This is an optimization exercise on Yosys and OpenROAD, whose aim is small area, a short achievable clock period and few clock cycles, not a production implementation. RTL that was checked went through simulation tests only; none was proved equivalent to the original. Power is estimated from default activity; no workload was simulated.

## char_lcs_edit_script_unit
module char_lcs_edit_script_unit (
  input  logic       clk,
  input  logic       rst,
  input  logic       start,
  output logic       busy,
  input  logic [1:0] op,
  input  logic [7:0] ch,
  output logic       strobe,
  output logic [1:0] tag,
  output logic [7:0] ch_res,
  output logic       last,
  output logic       overflow
);
  localparam int ML = cled_pkg::MaxLen;
  typedef enum logic [2:0] {
    S_IDLE,
    S_REF0,
    S_REF,
    S_TRACE,
    S_EMIT,
    S_FINAL
  } st_t;
  st_t state;
  logic        busy_r, strobe_r, last_r, dropped, tab_ok, pb_v, all_d, cur_k, at_m;
  logic        tw_v, tw_rec, d_r;
  logic [1:0]  tag_r;
  logic [7:0]  chres_r;
  logic [4:0]  len_a, len_b, ba, ta, ei;
  logic [3:0]  wslot, tw_slot;
  logic [15:0] prev_v, mt_r;
  logic [16:0] mask, cur_mask;
  logic [7:0]  mem_a [ML];
  logic [7:0]  mem_b [ML];
  logic [15:0] tab [ML];
  logic acc, acc_a, acc_b, acc_run, app_a, app_b;
  assign acc = start & ~busy_r & ~rst;
  assign acc_a = acc & (op == cled_pkg::OP_APPEND_A);
  assign acc_b = acc & (op == cled_pkg::OP_APPEND_B);
  assign acc_run = acc & (op == cled_pkg::OP_RUN);
  assign app_a = acc_a & ~len_a[4];
  assign app_b = acc_b & ~len_b[4];
  logic [7:0]  cmp_ch, rd_b;
  logic [15:0] mt;
  always_comb begin
    rd_b = mem_b[ba[3:0]];
  ...
Size in the first run: about 650 flip-flops, about 27 I/O pins, about 29000 sq um of cells after synthesis.
==> flow/config.mk <==
export PLATFORM = sky130hd
export DESIGN_NAME = char_lcs_edit_script_unit
export DESIGN_NICKNAME = char_lcs_edit_script_unit
export VERILOG_FILES = /design/flow/design.v
export SDC_FILE = /design/flow/constraint.sdc
export NUM_CORES = 4
export LEC_CHECK = 0
export CAP_MARGIN = 20
export CORE_MARGIN = 2
export CORE_UTILIZATION = 40
export CTS_CLUSTER_DIAMETER = 80
export CTS_CLUSTER_SIZE = 24
export SETUP_SLACK_MARGIN = 4.8
export SLEW_MARGIN = 20
export TNS_END_PERCENT = 10
==> flow/constraint.sdc <==
create_clock -name core_clock -period 7.5 [get_ports {clk}]
set_input_delay 1.5000 -clock core_clock [delete_from_list [all_inputs] [get_ports {clk}]]
set_output_delay 1.5000 -clock core_clock [all_outputs]
set_load 0.01 [all_outputs]
standard.sh (not shown) runs the stock make flow with config.mk's settings and CLKGATE_MAP_FILE= SYNTH_SCRIPT=/design/flow/synth_recipe.tcl, a recipe that flattens the netlist after the stock synthesis.
==> flow/flow/run.sh <==
#!/bin/bash
# the standard layout, with the port buffers taken from the plain buffer family
# (buf_4) instead of the delay cells buffer_ports picks by default; every input and
# output still gets its own buffer
set -o pipefail
cp standard.sh standard_sh_copy.txt
export BUFFER_PORTS_ARGS="-buffer_cell sky130_fd_sc_hd__buf_4"
bash standard.sh > standard_flow.log 2>&1
Testbench counts at the start, summed over its fixed seeds: cycles 15,636.
Rerun with:
Settings changed: CORE_UTILIZATION 40 to 55.
Outcome:
- via count came out higher by about 0.9%
- wire length came out higher by 0.50%
- critical path depth came out higher by 5
- die area came out lower by about 27%
- total power came out higher by 2.8%
- global-route usage came out higher by 7.8 points
- worst setup slack degrades by 0.16 ns
Rerun with:
Settings changed: CORE_UTILIZATION 55 to 40, SETUP_SLACK_MARGIN 4.8 to 5, TNS_END_PERCENT 10 to 5.
Outcome: The changed run completed with no timing, DRC or antenna violations. Final cell count came out higher by 11%. Register-to-register slack improved by 0.15 ns. Die area rose by 37%. Non-clock buffer count climbs by 31. Critical path depth shrinks by 5. Global-route usage falls by 6.9 points.
Rerun with:
==> flow/run.sh (new file) <==
#!/bin/bash
# synth_recipe.tcl (not shown) runs the flow's synth.tcl, then flattens the netlist and writes it again
# the make line also repeats each setting of config.mk as NAME=value (left out here)
make -C /OpenROAD-flow-scripts/flow DESIGN_CONFIG=/design/flow/config.mk WORK_HOME=/design/flow/orfs CLKGATE_MAP_FILE= SYNTH_SCRIPT=/design/flow/synth_recipe.tcl finish
Settings changed: CTS_CLUSTER_DIAMETER 80 to unset, CTS_CLUSTER_SIZE 24 to unset.
removed: flow/flow/run.sh
removed: flow/standard.sh
First-iteration DRC count rose by 2.4%; power climbs by 14%; sequential cell count does not change.
Rerun with:
==> flow/flow/run.sh (new file) <==
#!/bin/bash
# the standard layout, with the port buffers taken from the plain buffer family
# (buf_4) instead of the delay cells buffer_ports picks by default; every input and
# output still gets its own buffer
set -o pipefail
cp standard.sh standard_sh_copy.txt
export BUFFER_PORTS_ARGS="-buffer_cell sky130_fd_sc_hd__buf_4"
bash standard.sh > standard_flow.log 2>&1
==> flow/standard.sh (new file) <==
#!/bin/bash
# synth_recipe.tcl (not shown) runs the flow's synth.tcl, then flattens the netlist and writes it again
# the make line also repeats each setting of config.mk as NAME=value (left out here)
make -C /OpenROAD-flow-scripts/flow DESIGN_CONFIG=/design/flow/config.mk WORK_HOME=/design/flow/orfs CLKGATE_MAP_FILE= SYNTH_SCRIPT=/design/flow/synth_recipe.tcl "${@:-finish}"
Settings changed: CAP_MARGIN 20 to 10, CTS_CLUSTER_DIAMETER set to 80, CTS_CLUSTER_SIZE set to 24, SETUP_SLACK_MARGIN 5 to 4.8, SLEW_MARGIN 20 to 10, TNS_END_PERCENT 5 to 10.
removed: flow/run.sh
What happened: The new run finished clean; power came out lower by 15%; worst setup slack is worse by 0.076 ns; combinational power came out lower by 16%; non-clock buffer count came out lower by 109; cell area came out lower by 8.5%; register-to-register slack is worse by 0.07 ns; clock power came out lower by 34%; routed wire length came out lower by 7.2%; via count came out lower by 5.9%; critical path depth does not change; worst hold slack is better by 0.032 ns.
Rerun with:
Settings changed: CAP_MARGIN 10 to 20, SETUP_SLACK_MARGIN 4.8 to 4.7, SLEW_MARGIN 10 to 20.
What happened:
- total power went down by 0.63%
- flip-flop and latch count does not change
- clock skew stays flat
- critical path depth went up by 6

* * *

char_lcs_edit_script_unit again, from the RTL that the note above started with.
## char_lcs_edit_script_unit
module char_lcs_edit_script_unit (
  input  logic       clk,
  input  logic       rst,
  input  logic       start,
  output logic       busy,
  input  logic [1:0] op,
  input  logic [7:0] ch,
  output logic       strobe,
  output logic [1:0] tag,
  output logic [7:0] ch_res,
  output logic       last,
  output logic       overflow
);
  localparam int ML = cled_pkg::MaxLen;
  typedef enum logic [2:0] {
    S_IDLE,
    S_REF0,
    S_REF,
    S_TRACE,
    S_EMIT,
    S_FINAL
  } st_t;
  st_t state;
  logic        busy_r, strobe_r, last_r, dropped, tab_ok, pb_v, all_d, cur_k, at_m;
  logic        tw_v, tw_rec, d_r;
  logic [1:0]  tag_r;
  logic [7:0]  chres_r;
  logic [4:0]  len_a, len_b, ba, ta, ei;
  logic [3:0]  wslot, tw_slot;
  logic [15:0] prev_v, mt_r;
  logic [16:0] mask, cur_mask;
  logic [7:0]  mem_a [ML];
  logic [7:0]  mem_b [ML];
  logic [15:0] tab [ML];
  logic acc, acc_a, acc_b, acc_run, app_a, app_b;
  ...
==> flow/config.mk <==
export PLATFORM = sky130hd
export DESIGN_NAME = char_lcs_edit_script_unit
export DESIGN_NICKNAME = char_lcs_edit_script_unit
export VERILOG_FILES = /design/flow/design.v
export SDC_FILE = /design/flow/constraint.sdc
export NUM_CORES = 4
export LEC_CHECK = 0
export CAP_MARGIN = 20
export CORE_MARGIN = 2
export CORE_UTILIZATION = 40
export CTS_CLUSTER_DIAMETER = 85
export CTS_CLUSTER_SIZE = 28
export SETUP_SLACK_MARGIN = 4.8
export SLEW_MARGIN = 20
export TNS_END_PERCENT = 10
==> flow/constraint.sdc <==
create_clock -name core_clock -period 7.5 [get_ports {clk}]
set_input_delay 1.5000 -clock core_clock [delete_from_list [all_inputs] [get_ports {clk}]]
set_output_delay 1.5000 -clock core_clock [all_outputs]
set_load 0.01 [all_outputs]
==> flow/flow/run.sh <==
#!/bin/bash
# the standard layout, with the port buffers taken from the plain buffer family
# (buf_4) instead of the delay cells buffer_ports picks by default; every input and
# output still gets its own buffer
set -o pipefail
cp standard.sh standard_sh_copy.txt
export BUFFER_PORTS_ARGS="-buffer_cell sky130_fd_sc_hd__buf_4"
bash standard.sh > standard_flow.log 2>&1
Testbench counts at the start, summed over its fixed seeds: cycles 15,636.
==> next run, changes <==
==> flow/run.sh (new file) <==
#!/bin/bash
# synth_recipe.tcl (not shown) runs the flow's synth.tcl, then flattens the netlist and writes it again
# the make line also repeats each setting of config.mk as NAME=value (left out here)
make -C /OpenROAD-flow-scripts/flow DESIGN_CONFIG=/design/flow/config.mk WORK_HOME=/design/flow/orfs CLKGATE_MAP_FILE= SYNTH_SCRIPT=/design/flow/synth_recipe.tcl finish
Settings changed: CTS_CLUSTER_DIAMETER 85 to unset, CTS_CLUSTER_SIZE 28 to unset, SETUP_SLACK_MARGIN 4.8 to 4.6, TNS_END_PERCENT 10 to unset.
removed: flow/flow/run.sh
removed: flow/standard.sh
After rerunning: Global-route usage stays flat; cell area rose by 2.9%; setup slack degrades by 93 ps; register-to-register slack degrades by 140 ps; first-iteration DRC count fell by 11%; clock skew is about the same; die area is unchanged; fmax fell by 3.3%; via count rose by 0.37%.
==> next run, changes <==
Settings changed: SETUP_SLACK_MARGIN 4.6 to 4.8, TNS_END_PERCENT set to 10.
Outcome:
- clock-buffer cell count rises by 3
- wire length rises by about 6%
- clock skew came out higher by 16 ps
- total power rises by about 1.6%
- sequential power barely changes
- via count grows by about 3%
- sequential cell count is unchanged
- global-route usage is higher by 0.45 points
- design area climbs by 2.8%
- synthesized cell count does not change
==> next run, changes <==
==> flow/flow/run.sh (new file) <==
#!/bin/bash
# the standard layout, with the port buffers taken from the plain buffer family
# (buf_4) instead of the delay cells buffer_ports picks by default; every input and
# output still gets its own buffer
set -o pipefail
cp standard.sh standard_sh_copy.txt
export BUFFER_PORTS_ARGS="-buffer_cell sky130_fd_sc_hd__buf_4"
bash standard.sh > standard_flow.log 2>&1
==> flow/standard.sh (new file) <==
#!/bin/bash
# synth_recipe.tcl (not shown) runs the flow's synth.tcl, then flattens the netlist and writes it again
# the make line also repeats each setting of config.mk as NAME=value (left out here)
make -C /OpenROAD-flow-scripts/flow DESIGN_CONFIG=/design/flow/config.mk WORK_HOME=/design/flow/orfs CLKGATE_MAP_FILE= SYNTH_SCRIPT=/design/flow/synth_recipe.tcl "${@:-finish}"
removed: flow/run.sh
After rerunning: The changed run produced a clean layout. Worst setup slack is better by 6.1 ps. Critical path depth does not change. Via count shrinks by 2.7%. Power climbs by 0.84%. Routed wire length drops by 4.2%. Worst hold slack improves by 22 ps. Die area does not change. Maximum frequency stays flat. Clock skew shrinks by 13 ps. Sequential power hardly moves. Sequential cell count is unchanged.

* * *

== rev 12 ==
char_lcs_edit_script_unit, a different RTL version from the one above (not shown whole).
Size: ~2400 cells after synthesis, roughly 660 flip-flops, about 27 I/O pins, ~32000 µm² of cells after synthesis.
==> flow/config.mk <==
export PLATFORM = sky130hd
export DESIGN_NAME = char_lcs_edit_script_unit
export DESIGN_NICKNAME = char_lcs_edit_script_unit
export VERILOG_FILES = /design/flow/design.v
export SDC_FILE = /design/flow/constraint.sdc
export NUM_CORES = 4
export LEC_CHECK = 0
export CAP_MARGIN = 20
export CORE_MARGIN = 2
export CORE_UTILIZATION = 40
export SETUP_SLACK_MARGIN = 4.6
export SLEW_MARGIN = 20
==> flow/constraint.sdc <==
create_clock -name core_clock -period 7.5 [get_ports {clk}]
set_input_delay 1.5000 -clock core_clock [delete_from_list [all_inputs] [get_ports {clk}]]
set_output_delay 1.5000 -clock core_clock [all_outputs]
set_load 0.01 [all_outputs]
run.sh (not shown) runs the stock make flow with config.mk's settings and CLKGATE_MAP_FILE= SYNTH_SCRIPT=/design/flow/synth_recipe.tcl, a recipe that flattens the netlist after the stock synthesis.
Stock flow here: none of the scripts above is used.
The following lists how rev 13 was set up differently from rev 12:
Settings: SETUP_SLACK_MARGIN now 4.8, was 4.6.
==> comparison <==
Lower proportion of power drawn by combinational gates among rev 12 and rev 13: rev 12. Measured against each other, rev 12 and rev 13 differ in post-route fraction of the period consumed by the critical path, the higher figure coming from rev 12. Re post-layout instance area: rev 13 is 3.7% up on rev 12. Sort rev 12 and rev 13 by final core utilization desc -> top: rev 13. Looking only at total clock network power, and setting everything else aside, the lower value of rev 12 and rev 13 goes to rev 12. Between rev 13 and rev 12, the sequential power figures differ only marginally. Comparing power density over the cells for rev 12 and rev 13, the bigger number came from rev 13. On rev 13: global routing usage on met1 is 0.61 points higher than what rev 12 gave. The clock insertion delay at the later pin of the skew report was comparable across rev 12 and rev 13.
Function was not checked in any run of this note: the RTL went through the layout flow alone.

* * *

char_lcs_edit_script_unit, a different RTL version from the one above (not shown whole).
Size in the first run: roughly 1,900 cells after synthesis, ~650 flip-flops, about 27 I/O pins, about 29,000 µm² of cells after synthesis.
clock: 7.5 ns
lec_check: 0
cap_margin: 20
core_margin: 2
core_utilization: 40
setup_slack_margin: 5
slew_margin: 20
Testbench counts at the start, summed over its fixed seeds: cycles 15,636.
Next try:
Settings changed: SETUP_SLACK_MARGIN 5 to 4.6.
Clock skew increases by 0.0094 ns.
Non-clock buffer count goes down by 111.
Global-route usage goes down by 0.57 points.
Design area fell by 4.8%.
Setup slack gains 0.066 ns.
Wire length falls by about 3.7%.
Die area stays the same.
Critical path depth grows by 1.
Combinational power fell by 19%.
Cell count drops by 3.4%.

* * *

v43:
char_lcs_edit_script_unit, a different RTL version from the one above (not shown whole).
Size: roughly 1800 cells after synthesis, ~27 I/O pins, ~29000 um2 of cells after synthesis.
export LEC_CHECK = 0
export CAP_MARGIN = 20
export CORE_MARGIN = 2
export CORE_UTILIZATION = 40
export CTS_CLUSTER_DIAMETER = 80
export CTS_CLUSTER_SIZE = 24
export SETUP_SLACK_MARGIN = 4.8
export SLEW_MARGIN = 20
export TNS_END_PERCENT = 10
create_clock -name core_clock -period 7.5 [get_ports {clk}]
standard.sh (not shown) runs the stock make flow with config.mk's settings and CLKGATE_MAP_FILE= SYNTH_SCRIPT=/design/flow/synth_recipe.tcl, a recipe that flattens the netlist after the stock synthesis.
==> flow/flow/run.sh <==
#!/bin/bash
# the standard layout, with the port buffers taken from the plain buffer family
# (buf_4) instead of the delay cells buffer_ports picks by default; every input and
# output still gets its own buffer
set -o pipefail
cp standard.sh standard_sh_copy.txt
export BUFFER_PORTS_ARGS="-buffer_cell sky130_fd_sc_hd__buf_4"
bash standard.sh > standard_flow.log 2>&1
v43: PASS, flow complete, no timing, DRC or antenna violations
Changes in v28 relative to v43:
Settings: SETUP_SLACK_MARGIN: 4.8 -> 5; TNS_END_PERCENT: 10 -> 5; CTS_CLUSTER_DIAMETER: 80 -> unset; CTS_CLUSTER_SIZE: 24 -> unset.
## What came out
- Changes observed in v28 relative to v43: logic depth of the worst path, buffers included fell by 1, detailed-route via count saw an increase, critical path data arrival time dropped 0.06 ns, non-clock buffer count climbed 6.2%.
- For the routed length on met1, v28 came in 610 um higher than v43 did.
- From v43 to v28, multi-input combinational cell count did not move at all.
- Sort v28 and v43 by utilization after layout, descending, and v28 comes first.
- Re met3 track utilization from global routing: v28 is 0.90 points up on v43.
- Of v28 and v43, v28 shows the lower fraction of the cycle the final worst path needs, with v43 above it.
- Taking v43 as the reference point, the proportion of cell area occupied by multi-input gates of v28 falls by 1.1 points.
- v28 vs. v43: wire length of the first global-routing pass went up by 2300 um.
For v41, these inputs were changed with respect to v28:
Settings: a change of SETUP_SLACK_MARGIN from 5 to 4.8; a change of TNS_END_PERCENT from 5 to 10.
Results
- Final critical-path required period: v41 worse than v28
- Compared to v28, v41 has non-clock buffer count 38 lower.
- Total power divided by cell area, v41 vs v28: up slightly
- Changes observed in v41 relative to v28: first-pass GRT wire length dropped 1.1%, setup slack of the worst register-to-register path barely changed.
- Compared with v28, in v41 leakage power fell 0.00023 uW, wire length per cell about even.
No run of this note included a check of the RTL's function; only the layout flow was run.

* * *

The RTL this note starts from:
==> flow/design.v <==
package cled_pkg;
  localparam int MaxLen = 16;
  localparam int LenW = $clog2(MaxLen + 1);
  localparam int IdxW = (MaxLen > 1) ? $clog2(MaxLen) : 1;
  typedef enum logic [1:0] {
    OP_APPEND_A = 2'd0,
    OP_APPEND_B = 2'd1,
    OP_RUN      = 2'd2,
    OP_NONE     = 2'd3
  } op_t;
  typedef enum logic [1:0] {
    TAG_EQUAL  = 2'd0,
    TAG_DELETE = 2'd1,
    TAG_INSERT = 2'd2,
    TAG_WHOLE  = 2'd3
  } tag_t;
endpackage
module cled_ram #(
  parameter int Width = 8,
  parameter int Depth = 32
) (
  input  logic                     clk,
  input  logic                     we,
  input  logic [$clog2(Depth)-1:0] waddr,
  input  logic [Width-1:0]         wdata,
  input  logic [$clog2(Depth)-1:0] raddr,
  output logic [Width-1:0]         rdata
);
  logic [Width-1:0] mem [Depth];
  always_ff @(posedge clk) begin
    if (we) begin
      mem[waddr] <= wdata;
    end
    rdata <= mem[raddr];
  end
endmodule
module char_lcs_edit_script_unit (
  input  logic       clk,
  input  logic       rst,
  input  logic       start,
  output logic       busy,
  input  logic [1:0] op,
  input  logic [7:0] ch,
  output logic       strobe,
  output logic [1:0] tag,
  output logic [7:0] ch_res,
  output logic       last,
  output logic       overflow
);
  localparam int ML = cled_pkg::MaxLen;
  typedef enum logic [2:0] {
    S_IDLE,
    S_REF0,
    S_REF,
    S_TRACE,
    S_EMIT,
    S_FINAL
  } st_t;
  st_t state;
  logic        busy_r, strobe_r, last_r, dropped, tab_ok, pa_v, pb_v, all_d;
  logic [1:0]  tag_r;
  logic [7:0]  chres_r, ch_r;
  logic [4:0]  len_a, len_b, ra, ei;
  logic [3:0]  wslot;
  logic [15:0] prev_v;
  logic [16:0] mask;
  logic [7:0]  mem_a [ML];
  logic [7:0]  mem_b [ML];
  logic [15:0] tab [ML];
  logic acc, acc_a, acc_b, acc_run, app_a, app_b;
  assign acc = start & ~busy_r & ~rst;
  assign acc_a = acc & (op == cled_pkg::OP_APPEND_A);
  assign acc_b = acc & (op == cled_pkg::OP_APPEND_B);
  assign acc_run = acc & (op == cled_pkg::OP_RUN);
  assign app_a = acc_a & ~len_a[4];
  assign app_b = acc_b & ~len_b[4];
  logic [15:0] mt;
  always_comb begin
    for (int k = 0; k < ML; k++) mt[k] = (mem_a[k] == ch_r);
  end
  logic [15:0] vl, vnew, hc;
  logic [15:0] gg [5];
  logic [15:0] pp [5];
  always_comb begin
    vl = (wslot == 4'd0) ? 16'd0 : prev_v;
    gg[0] = mt & ~vl;
    pp[0] = ~vl;
    for (int l = 0; l < 4; l++) begin
      for (int k = 0; k < ML; k++) begin
        if (k >= (1 << l)) begin
          gg[l+1][k] = gg[l][k] | (pp[l][k] & gg[l][k-(1<<l)]);
          pp[l+1][k] = pp[l][k] & pp[l][k-(1<<l)];
        end else begin
          gg[l+1][k] = gg[l][k];
          pp[l+1][k] = pp[l][k];
        end
      end
    end
    hc = gg[4];
    vnew[0] = mt[0] | vl[0];
    for (int k = 1; k < ML; k++) vnew[k] = ~hc[k-1] & (mt[k] | vl[k]);
  end
  logic [16:0] sq, tt, hh, newmask;
  logic        d;
  logic [4:0]  rbin;
  always_comb begin
    sq = {mt | prev_v, 1'b1} & mask;
    tt = sq;
    tt = tt | (tt >> 1);
    tt = tt | (tt >> 2);
    tt = tt | (tt >> 4);
    tt = tt | (tt >> 8);
    tt = tt | (tt >> 16);
    hh = tt & ~(tt >> 1);
    d = |(hh[16:1] & mt);
    for (int b = 0; b < 5; b++) begin
      rbin[b] = 1'b0;
      for (int k = 0; k < 17; k++) if (((k >> b) & 1) == 1) rbin[b] = rbin[b] | hh[k];
    end
    newmask = d ? (tt >> 1) : tt;
  end
  logic [15:0] rec;
  logic [4:0]  ei1, ra1, ni, nj;
  logic        at_m, del, eqs, lastn, ident;
  logic [1:0]  etag;
  logic [7:0]  ech;
  always_comb begin
    rec = tab[ra[3:0]];
    ei1 = ei + 5'd1;
    ra1 = ra + 5'd1;
    at_m = (ra == len_b);
    if (at_m) del = (ei < len_a);
    else if (rec[5]) del = (ei1 < rec[4:0]);
    else del = (ei < rec[4:0]);
    eqs = ~del & rec[5];
    ni = (del | eqs) ? ei1 : ei;
    nj = del ? ra : ra1;
    lastn = (ni == len_a) && (nj == len_b);
    ech = (del | eqs) ? mem_a[ei[3:0]] : mem_b[ra[3:0]];
    etag = del ? cled_pkg::TAG_DELETE : (eqs ? cled_pkg::TAG_EQUAL : cled_pkg::TAG_INSERT);
    ident = all_d & ~mask[1] & (len_a == len_b);
  end
  logic tab_we;
  logic [15:0] tab_wd;
  assign tab_we = pb_v | (state == S_REF) | (state == S_TRACE);
  assign tab_wd = (state == S_TRACE) ? {10'd0, d, rbin} : vnew;
  always_ff @(posedge clk) begin
    if (rst) begin
      state <= S_IDLE;
      busy_r <= 1'b0;
      strobe_r <= 1'b0;
      len_a <= '0;
      len_b <= '0;
      dropped <= 1'b0;
      tab_ok <= 1'b1;
      pa_v <= 1'b0;
      pb_v <= 1'b0;
    end else begin
      pa_v <= app_a;
      pb_v <= app_b;
      if (app_a) begin
        len_a <= len_a + 5'd1;
        if (len_b != '0) tab_ok <= 1'b0;
      end
      if (app_b) len_b <= len_b + 5'd1;
      if ((acc_a & len_a[4]) | (acc_b & len_b[4])) dropped <= 1'b1;
      case (state)
        S_IDLE:
          if (acc_run) begin
            busy_r <= 1'b1;
            if (len_b == '0) state <= S_EMIT;
            else if (tab_ok) state <= S_TRACE;
            else state <= S_REF0;
          end
        S_REF0: state <= S_REF;
        S_REF: if ({1'b0, wslot} == len_b - 5'd1) state <= S_TRACE;
        S_TRACE: if (wslot == 4'd0) state <= S_EMIT;
        S_EMIT: begin
          strobe_r <= 1'b1;
          if (ident || lastn) state <= S_FINAL;
        end
        S_FINAL: begin
          strobe_r <= 1'b0;
          busy_r <= 1'b0;
          state <= S_IDLE;
          len_a <= '0;
          len_b <= '0;
          dropped <= 1'b0;
          tab_ok <= 1'b1;
        end
        default: state <= S_IDLE;
      endcase
    end
  end
  always_ff @(posedge clk) begin
    if (pa_v) mem_a[wslot] <= ch_r;
    if (pb_v) mem_b[wslot] <= ch_r;
    if (tab_we) tab[wslot] <= tab_wd;
    if (pb_v) prev_v <= vnew;
    case (state)
      S_IDLE: begin
        if (app_a) begin
          ch_r <= ch;
          wslot <= len_a[3:0];
        end else if (app_b) begin
          ch_r <= ch;
          wslot <= len_b[3:0];
        end
        for (int k = 0; k < 17; k++) mask[k] <= (5'(k) <= len_a);
        all_d <= 1'b1;
        ei <= '0;
        ra <= (tab_ok && len_b != '0) ? len_b - 5'd2 : '0;
      end
      S_REF0: begin
        ch_r <= mem_b[ra[3:0]];
        ra <= ra + 5'd1;
        wslot <= '0;
      end
      S_REF: begin
        prev_v <= vnew;
        if ({1'b0, wslot} == len_b - 5'd1) begin
          ra <= {1'b0, wslot} - 5'd1;
        end else begin
          ch_r <= mem_b[ra[3:0]];
          ra <= ra + 5'd1;
          wslot <= wslot + 4'd1;
        end
      end
      S_TRACE: begin
        prev_v <= tab[ra[3:0]];
        ch_r <= mem_b[ra[3:0]];
        wslot <= wslot - 4'd1;
        mask <= newmask;
        all_d <= all_d & d;
        if (wslot == 4'd0) ra <= '0;
        else ra <= ra - 5'd1;
      end
      S_EMIT: begin
        ei <= ni;
        ra <= nj;
        if (ident) begin
          tag_r <= cled_pkg::TAG_WHOLE;
          chres_r <= '0;
          last_r <= 1'b1;
        end else begin
          tag_r <= etag;
          chres_r <= ech;
          last_r <= lastn;
        end
      end
      default: ;
    endcase
  end
  assign busy = busy_r;
  assign strobe = strobe_r;
  assign tag = tag_r;
  assign ch_res = chres_r;
  assign last = last_r;
  assign overflow = dropped;
endmodule
==> flow/config.mk <==
export PLATFORM = sky130hd
export DESIGN_NAME = char_lcs_edit_script_unit
export DESIGN_NICKNAME = char_lcs_edit_script_unit
export VERILOG_FILES = /design/flow/design.v
export SDC_FILE = /design/flow/constraint.sdc
export NUM_CORES = 4
export LEC_CHECK = 0
export CAP_MARGIN = 20
export CORE_MARGIN = 2
export CORE_UTILIZATION = 40
export SLEW_MARGIN = 20
==> flow/constraint.sdc <==
create_clock -name core_clock -period 7.5 [get_ports {clk}]
set_input_delay 1.5000 -clock core_clock [delete_from_list [all_inputs] [get_ports {clk}]]
set_output_delay 1.5000 -clock core_clock [all_outputs]
set_load 0.01 [all_outputs]
run.sh (not shown) runs the stock make flow with config.mk's settings and CLKGATE_MAP_FILE= SYNTH_SCRIPT=/design/flow/synth_recipe.tcl, a recipe that flattens the netlist after the stock synthesis.
Stock flow here: none of the scripts above is used.
The first run completed without violations.
Testbench counts at the start, summed over its fixed seeds: cycles 15,956.
Rerun with:
--- a/flow/config.mk
+++ b/flow/config.mk
@@ -9,3 +9,4 @@
 export CORE_MARGIN = 2
 export CORE_UTILIZATION = 40
+export SETUP_SLACK_MARGIN = 5
 export SLEW_MARGIN = 20
Combinational power rose by about 60%.
Area after synthesis does not change.
Cell area rose by about 15%.
Final cell count rose by about 8%.
Hold slack improved by 0.014 ns.
Total power rose by about 4%.
Sequential share of layout area fell by 7.3 points.
Rerun with:
--- a/flow/config.mk
+++ b/flow/config.mk
@@ -6,4 +6,5 @@
 export NUM_CORES = 4
 export LEC_CHECK = 0
+export ABC_CLOCK_PERIOD_IN_PS = 2000
 export CAP_MARGIN = 20
 export CORE_MARGIN = 2
Effect:
- The new run passed the timing, DRC and antenna checks
- fmax stays the same
- non-clock buffer count does not change
- routed wire length does not change
- clock skew does not change
- die area stays the same
- worst setup slack does not change
- total power is unchanged
- worst hold slack does not change

-- what the ideal ports hide --
In the flow no input, the clock included, has a driving cell. The finished layouts below were timed again as built, in two steps. Step 1, drivers: a clkbuf_16 drives clk and a buf_2 each remaining input, both assumed. Step 2 adds t to the input delays and takes it off the output delays; t is the mean of the earliest and latest rising clock arrival at the registers after step 1. Input paths then give back, and output paths get back, about the clock's delay inside the block. Three values: no drivers, after step 1, after step 2; two values: the first two.
run | t (ns) | setup WS [ns] | worst setup path after step 2
the first run of note 1 | 0.639 | 4.760 / 4.696 / 4.184 | input to register
the second run of note 1 | 0.634 | 4.601 / 4.635 / 4.001 | input to register
the third run of note 1 | 0.639 | 4.784 / 4.721 / 4.285 | input to register
the fourth run of note 1 | 0.670 | 4.835 / 4.768 / 4.226 | input to register
the fifth run of note 1 | 0.639 | 4.759 / 4.695 / 4.179 | input to register
the sixth run of note 1 | 0.641 | 4.678 / 4.678 / 4.169 | input to register
the first run of note 2 | 0.682 | 4.728 / 4.664 / 4.182 | input to register
the second run of note 2 | 0.666 | 4.635 / 4.619 / 4.005 | input to register
the third run of note 2 | 0.667 | 4.747 / 4.685 / 4.113 | input to register
the fourth run of note 2 | 0.671 | 4.753 / 4.689 / 4.167 | input to register
rev 12 | 0.693 | 3.448 / 3.448 / 3.448 | register to register
rev 13 | 0.685 | 3.572 / 3.572 / 3.572 | register to register
the first run of note 4 | 0.665 | 4.516 / 4.516 / 4.153 | input to register
the second run of note 4 | 0.671 | 4.583 / 4.581 / 3.998 | input to register
v43 | 0.629 | 4.578 / 4.578 / 4.068 | input to register
v28 | 0.677 | 4.656 / 4.656 / 4.064 | input to register
v41 | 0.676 | 4.652 / 4.652 / 4.058 | input to register
the first run of note 6 | 0.662 | 2.939 / 2.939 / 2.939 | register to register
the second run of note 6 | 0.658 | 3.629 / 3.629 / 3.629 | register to register
the third run of note 6 | 0.658 | 3.629 / 3.629 / 3.629 | register to register
After both steps every run listed still meets setup and hold. The setup slack of the third run of note 2, which loses most, moves by -0.062 ns with the drivers and by -0.634 ns with both steps.
